This is an optimization exercise on Yosys and OpenROAD, whose aim is a short achievable clock period and few clock cycles per item, not a production implementation.
Only simulation tests tie the RTL to the original design; equivalence was not proved.
Power and IR drop assume default switching activity.

### design/flow/run.sh
#!/bin/bash
# synth_recipe.tcl (not shown) runs the flow's synth.tcl, then flattens the netlist and writes it again
# the make line also repeats each setting of config.mk as NAME=value (left out here)
make -C /OpenROAD-flow-scripts/flow DESIGN_CONFIG=/design/flow/config.mk WORK_HOME=/design/flow/orfs CLKGATE_MAP_FILE= SYNTH_SCRIPT=/design/flow/synth_recipe.tcl finish
### design/flow/config.mk
export PLATFORM = sky130hd
export DESIGN_NAME = process_engine
export DESIGN_NICKNAME = process_engine
export VERILOG_FILES = /design/flow/design.v
export SDC_FILE = /design/flow/constraint.sdc
export NUM_CORES = 4
export LEC_CHECK = 0
export CAP_MARGIN = 20
export CORE_MARGIN = 2
export CORE_UTILIZATION = 40
export SLEW_MARGIN = 20
### design/flow/constraint.sdc
create_clock -name core_clock -period 5.0 [get_ports {clock}]
set_input_delay 1.0000 -clock core_clock [delete_from_list [all_inputs] [get_ports {clock}]]
set_output_delay 1.0000 -clock core_clock [all_outputs]
set_load 0.01 [all_outputs]
### design/flow/design.v
`timescale 1ns/1ps
package hash_pkg;
  localparam logic [1:0] OP_NOP    = 2'd0;
  localparam logic [1:0] OP_SEARCH = 2'd1;
  localparam logic [1:0] OP_INSERT = 2'd2;
  localparam logic [1:0] OP_DELETE = 2'd3;
  localparam logic [2:0] RES_MISS     = 3'd0;   
  localparam logic [2:0] RES_FOUND    = 3'd1;
  localparam logic [2:0] RES_INSERTED = 3'd2;   
  localparam logic [2:0] RES_UPDATED  = 3'd3;   
  localparam logic [2:0] RES_FULL     = 3'd4;
  localparam logic [2:0] RES_DELETED  = 3'd5;
  localparam int KEY_WIDTH       = 16;
  localparam int VAL_WIDTH       = 16;
  localparam int NUM_SLOTS       = 4;
  localparam int SLOT_WIDTH      = KEY_WIDTH + VAL_WIDTH;   
  localparam int LINE_WIDTH      = NUM_SLOTS * SLOT_WIDTH;   
  localparam int SLOT_SEL_WIDTH  = $clog2(NUM_SLOTS);
  localparam int MAX_INDEX_WIDTH = 8;
  localparam int CTX_INDEX_LSB = 0;
  localparam int CTX_DATA_LSB  = MAX_INDEX_WIDTH;
  localparam int CTX_KEY_LSB   = CTX_DATA_LSB + VAL_WIDTH;
  localparam int CTX_OP_LSB    = CTX_KEY_LSB + KEY_WIDTH;
  localparam int CTX_WIDTH     = CTX_OP_LSB + 2;
  localparam int RESULT_WIDTH = 3 + VAL_WIDTH;
endpackage
`timescale 1ns/1ps
module process_engine #(
  parameter int INDEX_WIDTH  = 4,
  parameter int READ_LATENCY = 2
) (
  input  logic                           clock,
  input  logic                           reset,
  input  logic                           input_valid,
  input  logic [1:0]                     opcode,
  input  logic [hash_pkg::KEY_WIDTH-1:0] key,
  input  logic [hash_pkg::VAL_WIDTH-1:0] wr_data,
  output logic                           stall,
  output logic                           output_valid,
  output logic [hash_pkg::VAL_WIDTH-1:0] val_out,
  output logic [2:0]                     rescode
);
  localparam int NB = 16;                   
  localparam int NS = hash_pkg::NUM_SLOTS;  
  localparam int NE = NB * NS;              
  localparam int KW = hash_pkg::KEY_WIDTH;
  localparam int VW = hash_pkg::VAL_WIDTH;
  logic [NE-1:0]    t_valid;
  logic [NE*KW-1:0] t_key;
  logic [NE*VW-1:0] t_val;
  assign stall = 1'b0;
  logic [3:0]  in_hash;
  assign in_hash = key[3:0] ^ key[7:4] ^ key[11:8] ^ key[15:12];
  logic          a_v;
  logic [1:0]    a_op;
  logic [KW-1:0] a_key;
  logic [VW-1:0] a_data;
  logic [NB-1:0] a_boh;    
  logic          a_kz;     
  always_ff @(posedge clock) begin
    a_v    <= !reset && input_valid && (opcode != hash_pkg::OP_NOP);
    a_op   <= opcode;
    a_key  <= key;
    a_data <= wr_data;
    a_boh  <= NB'(1) << in_hash;
    a_kz   <= (key == '0);
  end
  logic [NE-1:0] a_match;
  logic [NS-1:0] a_hit;     
  logic [NS-1:0] a_free;    
  always_comb begin
    for (int e = 0; e < NE; e++) begin
      a_match[e] = t_valid[e] && (t_key[e*KW +: KW] == a_key);
    end
    for (int s = 0; s < NS; s++) begin
      a_hit[s]  = 1'b0;
      a_free[s] = 1'b1;
      for (int b = 0; b < NB; b++) begin
        a_hit[s]  = a_hit[s] | a_match[b*NS+s];
        a_free[s] = a_free[s] & !(a_boh[b] && t_valid[b*NS+s]);
      end
    end
  end
  logic          b_v;
  logic [1:0]    b_op;
  logic [KW-1:0] b_key;
  logic [VW-1:0] b_data;
  logic [NB-1:0] b_boh;
  logic          b_kz;
  logic [NS-1:0] b_hit;
  logic [NS-1:0] b_free;
  logic          b_sk;     
  logic          b_sb;     
  always_ff @(posedge clock) begin
    b_v    <= !reset && a_v;
    b_op   <= a_op;
    b_key  <= a_key;
    b_data <= a_data;
    b_boh  <= a_boh;
    b_kz   <= a_kz;
    b_hit  <= a_hit;
    b_free <= a_free;
    b_sk   <= b_v && (b_key == a_key);
    b_sb   <= b_v && (b_boh == a_boh);
  end
  logic          c_v;
  logic [2:0]    c_code;
  logic          c_prs;    
  logic [NS-1:0] c_slot;   
  logic [NS-1:0] c_free;   
  logic [NB-1:0] c_boh;
  logic [NS-1:0] c_rd;     
  logic [NS-1:0] hit, free, flo, wr_slot, del_slot, free_after;
  logic          any_hit, any_free, is_s, is_i, is_d, ins_new, upd, del;
  logic [2:0]    code;
  always_comb begin
    hit      = b_sk ? (c_prs ? c_slot : '0) : b_hit;
    free     = b_sb ? c_free : b_free;
    any_hit  = |hit;
    any_free = |free;
    flo[0]   = free[0];
    flo[1]   = free[1] && !free[0];
    flo[2]   = free[2] && !free[1] && !free[0];
    flo[3]   = free[3] && !free[2] && !free[1] && !free[0];
    is_s     = (b_op == hash_pkg::OP_SEARCH);
    is_i     = (b_op == hash_pkg::OP_INSERT);
    is_d     = (b_op == hash_pkg::OP_DELETE);
    upd      = b_v && is_i && any_hit;
    ins_new  = b_v && is_i && !any_hit && any_free && !b_kz;
    del      = b_v && is_d && any_hit;
    wr_slot  = (upd ? hit : '0) | (ins_new ? flo : '0);
    del_slot = del ? hit : '0;
    free_after = (free & ~(ins_new ? flo : '0)) | del_slot;
    if (is_s)      code = any_hit ? hash_pkg::RES_FOUND : hash_pkg::RES_MISS;
    else if (is_i) code = any_hit ? hash_pkg::RES_UPDATED :
                          (any_free ? hash_pkg::RES_INSERTED : hash_pkg::RES_FULL);
    else if (is_d) code = any_hit ? hash_pkg::RES_DELETED : hash_pkg::RES_MISS;
    else           code = hash_pkg::RES_MISS;
  end
  always_ff @(posedge clock) begin
    c_v    <= !reset && b_v;
    c_code <= code;
    c_prs  <= is_s ? any_hit : (is_i ? (any_hit || (any_free && !b_kz)) : 1'b0);
    c_slot <= any_hit ? hit : flo;
    c_free <= free_after;
    c_boh  <= b_boh;
    c_rd   <= is_s ? hit : '0;
  end
  for (genvar e = 0; e < NE; e++) begin : g_entry
    always_ff @(posedge clock) begin
      if (reset) begin
        t_valid[e] <= 1'b0;
      end else if (b_boh[e/NS] && wr_slot[e%NS]) begin
        t_valid[e] <= 1'b1;
      end else if (b_boh[e/NS] && del_slot[e%NS]) begin
        t_valid[e] <= 1'b0;
      end
    end
    always_ff @(posedge clock) begin
      if (b_boh[e/NS] && wr_slot[e%NS]) begin
        t_key[e*KW +: KW] <= b_key;
        t_val[e*VW +: VW] <= b_data;
      end
    end
  end
  logic [VW-1:0] rd_val;
  always_comb begin
    rd_val = '0;
    for (int e = 0; e < NE; e++) begin
      if (c_boh[e/NS] && c_rd[e%NS]) rd_val = rd_val | t_val[e*VW +: VW];
    end
  end
  always_ff @(posedge clock) begin
    output_valid <= !reset && c_v;
    rescode      <= c_code;
    val_out      <= rd_val;
  end
endmodule
==> results.yml <==
status:
  outcome: "timing/DRC/antenna clean"
place:
  io_buffers: 56
  gpl.final_weighted_congestion: 1.01
  dp_cells: 8085
  hpwlAfterDp_mm: 207
  place_ws_ns: 1.16
  placed_cell_area_um2: 93100
timing:
  slew_headroom: 0.105
  rsz0062_at_grt: "false"
  fin_setup_tns_ns: 0
  setup_viol: 0
  hold_viol_final: 0
  finalMaxSlewViolations: 0
  fmax_mhz: 252
  worst_slew_pin_slew_ns: 1.34
  post-route-period-util: 0.795
  fin_crit_ns: 3.98
  finalClockSkew_ns: 0.0579
  setup_ws_ns: 1.02
power:
  ir_drop_mv: 0.337
  power.total_mw: 39.6
  p_per_area_nw_per_um2: 394
  p_leak_nw: 32.7
detailed_routing:
  drc: 0
  wl_mm: 332
  first_pass_iters: 5
  routedWlPerCell_um: 38.9
  drtAntennaViolNets: 0
  drt_iter0_drc: 8966
  post_drt_via_cell_ratio: 6.26
  via_count: 53400
clock_tree:
  clk_latency_ns: 0.89
  clock_path_buffers: 3
  cts_setup_buffers: 0
  htree_levels: 4
  cts.clk_slew.worst_paths_ns: 0.06
  cts_tree: "yes"
  cts_resized: 0
  clock_sinks: 2279
  cts_buffers: 225
  cts-hold-fix-buffers: 0
  ctsRootBufferMaster: "clkbuf_16"
global_routing:
  grt_pass1_wl_mm: 442
  antenna_found_initial: 23
  grt_usage: 0.292
  grt.overflow.total: 0
  grt_pass1_vias: 49700
  grt_max_degree: 80
setup_path:
  slowest_stage: "nor3b_4"
  cpLargestDelayFamily: "simple AND/OR/NAND/NOR gates"
  worstPathCellList: "or4_1, nand3_2, o21ai_4, o41ai_4, nor3b_4, buf_4, and2_2, buf_12"
  crit_type: "flip-flop to flip-flop"
  crit_path_end_kind: "flip-flop"
  cpPeakStageDelay_ns: 1.02
  required_ns: 5.58
  cp_max_fo: 17
  critPathBufInv: 2
  cp.arrival_ns: 4.55
  startpoint_type: "flip-flop"
yosys:
  synth_flop_cell: "edfxtp_1"
  synth_nets: 5251
  ys_types: 45
  synth_compound_area_frac: 0.0672
  synthAdderAreaFrac: 0
  synthXorXnorAreaFrac: 0.107
  synth_edf_count: 2048
  yosys_warnings: 1
  synthMuxAreaShare: 0.000472
  syn_inst: 5214
  synth-seq-area-share: 0.756
  yosys.area_share.simple: 0.0530
  synthArstFlopShare: 0
  ys_ff_latch: 2279
  synth_area_um2: 87500
  avgSynthCellArea_um2: 16.8
  synth_top_family_by_area: "XOR/XNOR gates"
floorplan:
  core_um2: 217000
  core.rowCount: 171
  start_util: 0.403
  fp.dieArea_um2: 222000
  die_x_um: 472
  ios: 58
  die_h_um: 472
layout:
  fillers: 18300
  syn_to_final_growth_pct: 15.0
  final_cells: 8525
  nNetsFinal: 5496
  final_area_um2: 101000
  drive_above_1_share: 0.130
min_path:
  hp-class: "flip-flop to flip-flop"
flow_run:
  maxCapViolations: 0
[metrics by stage]
stage	hold WS, ns	utilization
3_3_place_gp	0.309	0.429
4_1_cts	0.278	0.463
6_report	0.276	0.463
5_1_grt	0.293	0.463
2_1_floorplan	0.310	-
3_5_place_dp	0.312	0.429
[routing by layer]
metal / routed length (µm) / track usage / share of wire
met5: 113 / 0 / 0.00034
met4: 23100 / 0.170 / 0.070
met2: 145000 / 0.437 / 0.44
met1: 125000 / 0.385 / 0.38
met3: 38500 / 0.0756 / 0.12
[logic make-up after synthesis]
family,after synthesis
DFF,2279
muxes,4
buffers and inverters,351
other,1
and+or+nand+nor,811
AOI/OAI and AO/OA,696
xor gates and xnor gates,1072
[state kept, by name, indices dropped and copies added (netlist names), 2 cells and up]
signal / flops
rescode: 3
b_hit: 4
a_boh: 16
t_valid: 64
t_key: 1024
val_out: 16
b_key: 16
c_boh: 16
b_free: 4
c_free: 4
t_val: 1024
a_data: 16
c_code: 3
b_boh: 16
b_data: 16
b_op: 2
a_key: 16
c_slot: 4
a_op: 2
c_rd: 4
[worst paths after layout]
kind,end,slack (ns),cells past startpoint,startpoint
setup / recovery,t_val[826],1.02,8,c_slot[1]
hold / removal,rescode[0],0.28,0,c_code[0]
setup reg to reg,t_val[826],1.02,8,c_slot[1]
hold reg to reg,rescode[0],0.28,0,c_code[0]
[final cells by class]
cell class,instances,area [µm²],share of cell area
Sequential cell,2279,66300,0.659
Multi-Input combinational cell,2584,20100,0.200
Clock buffer,307,6230,0.0620
Tap cell,2854,3570,0.0355
Timing Repair Buffer,303,2880,0.0286
Clock inverter,118,1200,0.0119
Inverter,66,248,0.00246
Antenna cell,14,35.0,0.000348
[layout by cell type, fill, tap and decap left out, types with 16 or more instances in the layout]
master / Yosys / final
and2_1: 128 / 57
edfxtp_1: 2048 / 2048
a2111oi_0: 54 / 54
xnor2_1: 32 / 32
clkdlybuf4s50_1: 0 / 55
nand2_1: 33 / 33
clkinv_1: 0 / 36
nor3_1: 132 / 131
nor2_1: 96 / 96
xor2_1: 1040 / 1040
a22o_1: 253 / 253
a221oi_1: 253 / 252
clkbuf_8: 0 / 23
dfxtp_1: 231 / 182
and3_1: 16 / 16
clkbuf_16: 0 / 228
buf_12: 0 / 38
nor4_1: 218 / 215
bufinv_16: 0 / 18
dfxtp_4: 0 / 49
and2_2: 0 / 66
inv_1: 66 / 66
clkbuf_1: 187 / 56
buf_4: 2 / 206
a21oi_1: 64 / 64
nand4_1: 140 / 140
or4_1: 17 / 17
a22oi_1: 38 / 38
clkinv_2: 0 / 38
[cell usage after synthesis, types with 32 or more instances]
cell,number,area share
edfxtp_1,2048,0.70
xor2_1,1040,0.10
a221oi_1,253,0.025
a22o_1,253,0.025
dfxtp_1,231,0.053
nor4_1,218,0.016
clkbuf_1,187,0.0080
nand4_1,140,0.010
nor3_1,132,0.0076
and2_1,128,0.0092
nor2_1,96,0.0041
inv_1,66,0.0028
a21oi_1,64,0.0037
a2111oi_0,54,0.0054
buf_1,50,0.0021
buf_2,46,0.0026
a22oi_1,38,0.0033
nand2_1,33,0.0014
xnor2_1,32,0.0032
[power breakdown]
group,switching (mW),internal [mW]
Combinational,0.674,0.353
Clock,7.53,9.67
Sequential,0.582,20.8
Total,8.78,30.8
Testbench counts, summed over its fixed seeds: cycles 16,032, items 16,000.

-- what the ideal ports hide --
In the flow no input, the clock included, has a driving cell. The finished layout below was timed again as built, in two steps.
Step 1 (the two cells are an assumption about what drives the block):
set clk [get_ports {clock}]
set_driving_cell -lib_cell sky130_fd_sc_hd__clkbuf_16 $clk
set_driving_cell -lib_cell sky130_fd_sc_hd__buf_2 [delete_from_list [all_inputs] $clk]
Step 2, shift: input delay + t, output delay - t, t = (earliest + latest rising clock arrival at the registers) / 2. This alone moves slack from input paths to output paths.
Slacks: ideal ports / drivers / drivers and shift; pairs: ideal ports / drivers.
t (ns): 0.972
setup WS [ns]: 1.025 / 1.025 / 1.025
cell pins on the clock port's net: 1
After both steps setup and hold are still met in this run. The setup slack of this run moves by 0.000 ns with the drivers and by 0.000 ns with both steps.
